Background: an optimization exercise with open tools, aiming at small area and a short achievable clock period. Do not read the settings as production practice.
Function was checked by simulation only, so behaviour that the tests miss may differ from the original.

Setup of run 1:
==> flow/design.v <==
package key_expansion_pkg;
    localparam int NR_DEFAULT = 10;
    function automatic logic [7:0] rcon_next(input logic [3:0] r);
        logic [7:0] val;
        val[0] = ~r[2] & ~r[1] & ~r[0];                      
        val[1] = r[3] | (~r[2] & ~r[1] & r[0]);              
        val[2] = (~r[2] & r[1] & ~r[0]) | (r[3] & r[0]);     
        val[3] = (~r[2] & r[1] & r[0]) | (r[3] & ~r[0]);     
        val[4] = r[3] | (r[2] & ~r[1] & ~r[0]);              
        val[5] = (r[2] & ~r[1] & r[0]) | (r[3] & r[0]);      
        val[6] = r[2] & r[1] & ~r[0];                        
        val[7] = r[2] & r[1] & r[0];                         
        rcon_next = val;
    endfunction
endpackage
module aes_sbox (
    input  logic [7:0] data,
    output logic [7:0] sub
);
    logic U0, U1, U2, U3, U4, U5, U6, U7;
    logic T1, T2, T3, T4, T5, T6, T7, T8, T9, T10, T11, T12;
    logic T13, T14, T15, T16, T17, T18, T19, T20, T21, T22, T23, Y24;
    logic T24, Y25, Z25, T25, T26, T27, M1, M2, A20, M4, M5, M6;
    logic M7, A22, M9, M11, M12, M13, M14, M15, B20, M17, B22, B23;
    logic C23, M20, M21, M22, M25, M26, M27, M33, M34, A23, M23, M24;
    logic M28, M29, M30, M31, M32, M35, M36, M37, M38, M39, M40, M41;
    logic M42, M43, M44, M45, M46, M47, M48, M49, M50, M51, M52, M53;
    logic M54, M55, M56, M57, M58, M59, M60, M61, M62, M63, L0, L1;
    logic L2, L3, L4, L5, L6, L7, L8, L9, L10, L11, L12, L13;
    logic L14, L15, L16, L17, L18, L19, L20, L21, L22, L23, L24, L25;
    logic L26, L27, L28, L29;
    assign {U0, U1, U2, U3, U4, U5, U6, U7} = data;
    assign T1 = U0 ^ U3;
    assign T2 = U0 ^ U5;
    assign T3 = U0 ^ U6;
    assign T4 = U3 ^ U5;
    assign T5 = U4 ^ U6;
    assign T6 = T1 ^ T5;
    assign T7 = U1 ^ U2;
    assign T8 = U7 ^ T6;
    assign T9 = U7 ^ T7;
    assign T10 = T6 ^ T7;
    assign T11 = U1 ^ U5;
    assign T12 = U2 ^ U5;
    assign T13 = T3 ^ T4;
    assign T14 = T6 ^ T11;
    assign T15 = T5 ^ T11;
    assign T16 = T5 ^ T12;
    assign T17 = T9 ^ T16;
    assign T18 = U3 ^ U7;
    assign T19 = T7 ^ T18;
    assign T20 = T1 ^ T19;
    assign T21 = U6 ^ U7;
    assign T22 = T7 ^ T21;
    assign T23 = T2 ^ T22;
    assign Y24 = T7 ^ T4;
    assign T24 = Y24 ^ T5;
    assign Y25 = U0 ^ U2;
    assign Z25 = U5 ^ T5;
    assign T25 = Y25 ^ Z25;
    assign T26 = T3 ^ T16;
    assign T27 = T1 ^ T12;
    assign M1 = T13 & T6;
    assign M2 = T23 & T8;
    assign A20 = T14 ^ M1;
    assign M4 = T19 & U7;
    assign M5 = M4 ^ M1;
    assign M6 = T3 & T16;
    assign M7 = T22 & T9;
    assign A22 = T26 ^ M7;
    assign M9 = T20 & T17;
    assign M11 = T1 & T15;
    assign M12 = T4 & T27;
    assign M13 = M12 ^ M11;
    assign M14 = T2 & T10;
    assign M15 = M14 ^ M11;
    assign B20 = M2 ^ M13;
    assign M17 = M5 ^ T24;
    assign B22 = M6 ^ M13;
    assign B23 = M6 ^ M11;
    assign C23 = B23 ^ T25;
    assign M20 = A20 ^ B20;
    assign M21 = M17 ^ M15;
    assign M22 = A22 ^ B22;
    assign M25 = M22 & M20;
    assign M26 = M21 ^ M25;
    assign M27 = M20 ^ M21;
    assign M33 = M27 ^ M25;
    assign M34 = M21 & M22;
    assign A23 = M9 ^ M14;
    assign M23 = A23 ^ C23;
    assign M24 = M22 ^ M23;
    assign M28 = M23 ^ M25;
    assign M29 = M28 & M27;
    assign M30 = M26 & M24;
    assign M31 = M20 & M23;
    assign M32 = M27 & M31;
    assign M35 = M24 & M34;
    assign M36 = M24 ^ M25;
    assign M37 = M21 ^ M29;
    assign M38 = M32 ^ M33;
    assign M39 = M23 ^ M30;
    assign M40 = M35 ^ M36;
    assign M41 = M38 ^ M40;
    assign M42 = M37 ^ M39;
    assign M43 = M37 ^ M38;
    assign M44 = M39 ^ M40;
    assign M45 = M42 ^ M41;
    assign M46 = M44 & T6;
    assign M47 = M40 & T8;
    assign M48 = M39 & U7;
    assign M49 = M43 & T16;
    assign M50 = M38 & T9;
    assign M51 = M37 & T17;
    assign M52 = M42 & T15;
    assign M53 = M45 & T27;
    assign M54 = M41 & T10;
    assign M55 = M44 & T13;
    assign M56 = M40 & T23;
    assign M57 = M39 & T19;
    assign M58 = M43 & T3;
    assign M59 = M38 & T22;
    assign M60 = M37 & T20;
    assign M61 = M42 & T1;
    assign M62 = M45 & T4;
    assign M63 = M41 & T2;
    assign L0 = M61 ^ M62;
    assign L1 = M50 ^ M56;
    assign L2 = M46 ^ M48;
    assign L3 = M47 ^ M55;
    assign L4 = M54 ^ M58;
    assign L5 = M49 ^ M61;
    assign L6 = M62 ^ L5;
    assign L7 = M46 ^ L3;
    assign L8 = M51 ^ M59;
    assign L9 = M52 ^ M53;
    assign L10 = M53 ^ L4;
    assign L11 = M60 ^ L2;
    assign L12 = M48 ^ M51;
    assign L13 = M50 ^ L0;
    assign L14 = M52 ^ M61;
    assign L15 = M55 ^ L1;
    assign L16 = M56 ^ L0;
    assign L17 = M57 ^ L1;
    assign L18 = M58 ^ L8;
    assign L19 = M63 ^ L4;
    assign L20 = L0 ^ L1;
    assign L21 = L1 ^ L7;
    assign L22 = L3 ^ L12;
    assign L23 = L18 ^ L2;
    assign L24 = L15 ^ L9;
    assign L25 = L6 ^ L10;
    assign L26 = L7 ^ L9;
    assign L27 = L8 ^ L10;
    assign L28 = L11 ^ L14;
    assign L29 = L11 ^ L17;
    assign sub[7] = L6 ^ L24;
    assign sub[6] = ~(L16 ^ L26);
    assign sub[5] = ~(L19 ^ L28);
    assign sub[4] = L6 ^ L21;
    assign sub[3] = L20 ^ L22;
    assign sub[2] = L25 ^ L29;
    assign sub[1] = ~(L13 ^ L27);
    assign sub[0] = ~(L6 ^ L23);
endmodule
module key_expansion
#(
    parameter int NR = key_expansion_pkg::NR_DEFAULT
) (
    input  logic            clk,
    input  logic            rst_n,
    input  logic            start_in,
    input  logic [31:0]     K0_in,
    input  logic [31:0]     K1_in,
    input  logic [31:0]     K2_in,
    input  logic [31:0]     K3_in,
    input  logic            ready_in,
    output logic [31:0]     D0_out,
    output logic [31:0]     D1_out,
    output logic [31:0]     D2_out,
    output logic [31:0]     D3_out,
    output logic            valid_out,
    output logic [3:0]      round_out,
    output logic            busy_out,
    output logic            done_out
);
    logic        valid_q, done_q;
    logic [31:0] w0_q, w1_q, w2_q, w3_q;
    logic [3:0]  round_q;
    logic [31:0] sub_word;
    logic [31:0] t_word;
    logic [31:0] rc_word;
    logic [31:0] p0, p1, p2, p3;
    logic [31:0] sel_ld, sel_adv, sel_hold;
    logic [3:0]  round_d;
    logic        last;
    for (genvar i = 0; i < 4; i++) begin : g_sbox
        aes_sbox u_sbox (
            .data (w3_q[(8*i + 24) % 32 +: 8]),
            .sub  (sub_word[8*i +: 8])
        );
    end
    assign rc_word  = {key_expansion_pkg::rcon_next(round_q), 24'h000000};
    assign p0       = w0_q ^ rc_word;
    assign p1       = p0 ^ w1_q;
    assign p2       = p1 ^ w2_q;
    assign p3       = p2 ^ w3_q;
    assign sel_ld   = {32{~valid_q}};
    assign sel_adv  = {32{valid_q & ready_in}};
    assign sel_hold = {32{valid_q & ~ready_in}};
    assign t_word   = sel_adv & sub_word;       
    assign last     = round_q[3] & round_q[1];    
    assign round_d  = ({4{valid_q & ready_in}} & (round_q + 4'd1))
                    | ({4{valid_q & ~ready_in}} & round_q);
    always_ff @(posedge clk or negedge rst_n) begin
        if (!rst_n) begin
            valid_q <= 1'b0;
            done_q  <= 1'b0;
        end else begin
            valid_q <= valid_q ? !(ready_in && last) : start_in;
            done_q  <= valid_q && ready_in && last;
        end
    end
    always_ff @(posedge clk) begin
        w0_q    <= (valid_q ? (ready_in ? p0 : w0_q) : K0_in) ^ t_word;
        w1_q    <= (valid_q ? (ready_in ? p1 : w1_q) : K1_in) ^ t_word;
        w2_q    <= (valid_q ? (ready_in ? p2 : w2_q) : K2_in) ^ t_word;
        w3_q    <= (valid_q ? (ready_in ? p3 : w3_q) : K3_in) ^ t_word;
        round_q <= round_d;
    end
    assign D0_out    = w0_q;
    assign D1_out    = w1_q;
    assign D2_out    = w2_q;
    assign D3_out    = w3_q;
    assign round_out = round_q;
    assign valid_out = valid_q;
    assign busy_out  = valid_q;
    assign done_out  = done_q;
endmodule
==> flow/config.mk <==
export PLATFORM = sky130hd
export DESIGN_NAME = key_expansion
export DESIGN_NICKNAME = key_expansion
export VERILOG_FILES = /design/flow/design.v
export SDC_FILE = /design/flow/constraint.sdc
export NUM_CORES = 4
export LEC_CHECK = 0
export CAP_MARGIN = 20
export CORE_MARGIN = 2
export CORE_UTILIZATION = 40
export SLEW_MARGIN = 20
==> flow/constraint.sdc <==
create_clock -name core_clock -period 17.0 [get_ports {clk}]
set_input_delay 3.4000 -clock core_clock [delete_from_list [all_inputs] [get_ports {clk}]]
set_output_delay 3.4000 -clock core_clock [all_outputs]
set_load 0.01 [all_outputs]
standard.sh (not shown) runs the stock make flow with config.mk's settings and CLKGATE_MAP_FILE= SYNTH_SCRIPT=/design/flow/synth_recipe.tcl, a recipe that flattens the netlist after the stock synthesis.
==> flow/flow/run.sh <==
#!/bin/bash
# Layout flow: the standard ORFS flow (standard.sh), with extra make variables from
# flow/make_args.txt (one VAR=value per line) and, if flow/abc.script exists, that ABC
# script in place of ORFS's abc_speed.script and abc_area.script (a copy of ORFS's scripts folder is used).
# Each ORFS step writes its own log under orfs/logs/; make's output goes to make.log.
set -euo pipefail
HERE=$(pwd)
ARGS=()
if [[ -f flow/abc.script ]]; then
  rm -rf "$HERE/scripts"
  cp -r "$FLOW_HOME/scripts" "$HERE/scripts"
  cp flow/abc.script "$HERE/scripts/abc_speed.script"
  cp flow/abc.script "$HERE/scripts/abc_area.script"
  ARGS+=("SCRIPTS_DIR=$HERE/scripts")
fi
if [[ -f flow/make_args.txt ]]; then
  while IFS= read -r line; do
    [[ -n "$line" && "$line" != \#* ]] && ARGS+=("$line")
  done < flow/make_args.txt
fi
echo "make args: ${ARGS[*]}" > make.log
bash standard.sh "${ARGS[@]}" finish >> make.log 2>&1
==> flow/flow/abc.script <==
strash
dch
map -D 3000
topo
stime -c
buffer -c
upsize -c
dnsize -c
==> flow/flow/make_args.txt <==
ABC_CLOCK_PERIOD_IN_PS=3000
CORE_UTILIZATION=50
SETUP_SLACK_MARGIN=12.35
BUFFER_PORTS_ARGS=-buffer_cell sky130_fd_sc_hd__buf_1
CTS_ARGS=-sink_clustering_enable -repair_clock_nets -buf_list sky130_fd_sc_hd__clkbuf_8 -dont_use_dummy_load
Run 1: no failed stages, no open violations at the end
Input changes introduced in run 2 (baseline for comparison: run 1):
-- flow/design.v --
<<< run 1, line 20
    logic U0, U1, U2, U3, U4, U5, U6, U7;
    logic T1, T2, T3, T4, T5, T6, T7, T8, T9, T10, T11, T12;
    logic T13, T14, T15, T16, T17, T18, T19, T20, T21, T22, T23, Y24;
    logic T24, Y25, Z25, T25, T26, T27, M1, M2, A20, M4, M5, M6;
    logic M7, A22, M9, M11, M12, M13, M14, M15, B20, M17, B22, B23;
    logic C23, M20, M21, M22, M25, M26, M27, M33, M34, A23, M23, M24;
    logic M28, M29, M30, M31, M32, M35, M36, M37, M38, M39, M40, M41;
    logic M42, M43, M44, M45, M46, M47, M48, M49, M50, M51, M52, M53;
    logic M54, M55, M56, M57, M58, M59, M60, M61, M62, M63, L0, L1;
    logic L2, L3, L4, L5, L6, L7, L8, L9, L10, L11, L12, L13;
    logic L14, L15, L16, L17, L18, L19, L20, L21, L22, L23, L24, L25;
    logic L26, L27, L28, L29;
    assign {U0, U1, U2, U3, U4, U5, U6, U7} = data;
    assign T1 = U0 ^ U3;
>>> run 2, line 20
    logic U0, U1, U2, U3, U4, U5, U6, U7;
    logic T1, T2, T3, T4, T5, T6, T7, T8, T9, T10, T11, T12;
    logic T13, T14, T15, T16, T17, T18, T19, T20, T21, T22, T23, T24;
    logic T25, T26, T27, M1, M2, M3, M4, M5, M6, M7, M8, M9;
    logic M10, M11, M12, M13, M14, M15, M16, M17, M18, M19, M20, M21;
    logic M22, M23, M24, M25, M26, M27, M28, M29, M30, M31, M32, M33;
    logic M34, M35, M36, M37, M38, M39, M40, M41, M42, M43, M44, M45;
    logic M46, M47, M48, M49, M50, M51, M52, M53, M54, M55, M56, M57;
    logic M58, M59, M60, M61, M62, M63, L0, L1, L2, L3, L4, L5;
    logic L6, L7, L8, L9, L10, L11, L12, L13, L14, L15, L16, L17;
    logic L18, L19, L20, L21, L22, L23, L24, L25, L26, L27, L28, L29;
    assign {U0, U1, U2, U3, U4, U5, U6, U7} = data;
    assign T1 = U0 ^ U3;
<<< run 1, line 54
    assign T22 = T7 ^ T21;
    assign T23 = T2 ^ T22;
    assign Y24 = T7 ^ T4;
    assign T24 = Y24 ^ T5;
    assign Y25 = U0 ^ U2;
    assign Z25 = U5 ^ T5;
    assign T25 = Y25 ^ Z25;
    assign T26 = T3 ^ T16;
    assign T27 = T1 ^ T12;
    assign M1 = T13 & T6;
    assign M2 = T23 & T8;
    assign A20 = T14 ^ M1;
    assign M4 = T19 & U7;
    assign M5 = M4 ^ M1;
    assign M6 = T3 & T16;
    assign M7 = T22 & T9;
    assign A22 = T26 ^ M7;
    assign M9 = T20 & T17;
    assign M11 = T1 & T15;
    assign M12 = T4 & T27;
>>> run 2, line 53
    assign T22 = T7 ^ T21;
    assign T23 = T2 ^ T22;
    assign T24 = T2 ^ T10;
    assign T25 = T20 ^ T17;
    assign T26 = T3 ^ T16;
    assign T27 = T1 ^ T12;
    assign M1 = T13 & T6;
    assign M2 = T23 & T8;
    assign M3 = T14 ^ M1;
    assign M4 = T19 & U7;
    assign M5 = M4 ^ M1;
    assign M6 = T3 & T16;
    assign M7 = T22 & T9;
    assign M8 = T26 ^ M6;
    assign M9 = T20 & T17;
    assign M10 = M9 ^ M6;
    assign M11 = T1 & T15;
    assign M12 = T4 & T27;
<<< run 1, line 75
    assign M14 = T2 & T10;
    assign M15 = M14 ^ M11;
    assign B20 = M2 ^ M13;
    assign M17 = M5 ^ T24;
    assign B22 = M6 ^ M13;
    assign B23 = M6 ^ M11;
    assign C23 = B23 ^ T25;
    assign M20 = A20 ^ B20;
    assign M21 = M17 ^ M15;
    assign M22 = A22 ^ B22;
    assign M25 = M22 & M20;
    assign M26 = M21 ^ M25;
    assign M27 = M20 ^ M21;
    assign M33 = M27 ^ M25;
    assign M34 = M21 & M22;
    assign A23 = M9 ^ M14;
    assign M23 = A23 ^ C23;
    assign M24 = M22 ^ M23;
    assign M28 = M23 ^ M25;
    assign M29 = M28 & M27;
>>> run 2, line 72
    assign M14 = T2 & T10;
    assign M15 = M14 ^ M11;
    assign M16 = M3 ^ M2;
    assign M17 = M5 ^ T24;
    assign M18 = M8 ^ M7;
    assign M19 = M10 ^ M15;
    assign M20 = M16 ^ M13;
    assign M21 = M17 ^ M15;
    assign M22 = M18 ^ M13;
    assign M23 = M19 ^ T25;
    assign M24 = M22 ^ M23;
    assign M25 = M22 & M20;
    assign M26 = M21 ^ M25;
    assign M27 = M20 ^ M21;
    assign M28 = M23 ^ M25;
    assign M29 = M28 & M27;
<<< run 1, line 96
    assign M31 = M20 & M23;
    assign M32 = M27 & M31;
    assign M35 = M24 & M34;
    assign M36 = M24 ^ M25;
>>> run 2, line 89
    assign M31 = M20 & M23;
    assign M32 = M27 & M31;
    assign M33 = M27 ^ M25;
    assign M34 = M21 & M22;
    assign M35 = M24 & M34;
    assign M36 = M24 ^ M25;
## What came out
- Worst-case clock skew: run 1 vs run 2 — no meaningful difference
- Run 1 leaves less setup margin than run 2.
- Looking only at summed instance area of the synthesized netlist, and setting everything else aside, the lower value of run 1 and run 2 goes to run 2.
- Summary of run 2 over run 1: total global routing track utilization lost 0.86 points; global-route wire length before repair lost about 3%; share of cell area taken by flip-flops and latches neither gained nor lost much.
- Run 2 reports a higher utilization than run 1 does.
- Relative to run 1, final weighted congestion in routability-driven placement has decreased by about 1.4% in run 2.
- Run 2: initial antenna violation count 2 below run 1
- Relative to run 1, total of plain and repair buffers excluding clock buffers has increased by 13 in run 2.

-- static timing again, ports no longer ideal --
Ports are ideal in the flow. The routed layouts listed here were re-timed in OpenROAD.
Step 1 assumes that a clkbuf_16 drives the clock port and a buf_2 every other input.
Step 2, shift: input delay + t, output delay - t, t = (earliest + latest rising clock arrival at the registers) / 2. This alone moves slack from input paths to output paths.
Three values: ideal ports, drivers, drivers and shift; two values: the first two.
| run | t (ns) | setup WS [ns] | worst slew at a driven data input, ns |
|---|---|---|---|
| run 1 | 0.487 | 12.391 / 12.344 / 11.942 | 0.09 |
| run 2 | 0.490 | 12.396 / 12.354 / 11.977 | 0.09 |
After both steps setup and hold are still met in every run listed. For run 1, which loses most, drivers alone change the setup slack by -0.047 ns; drivers and shift together by -0.449 ns.
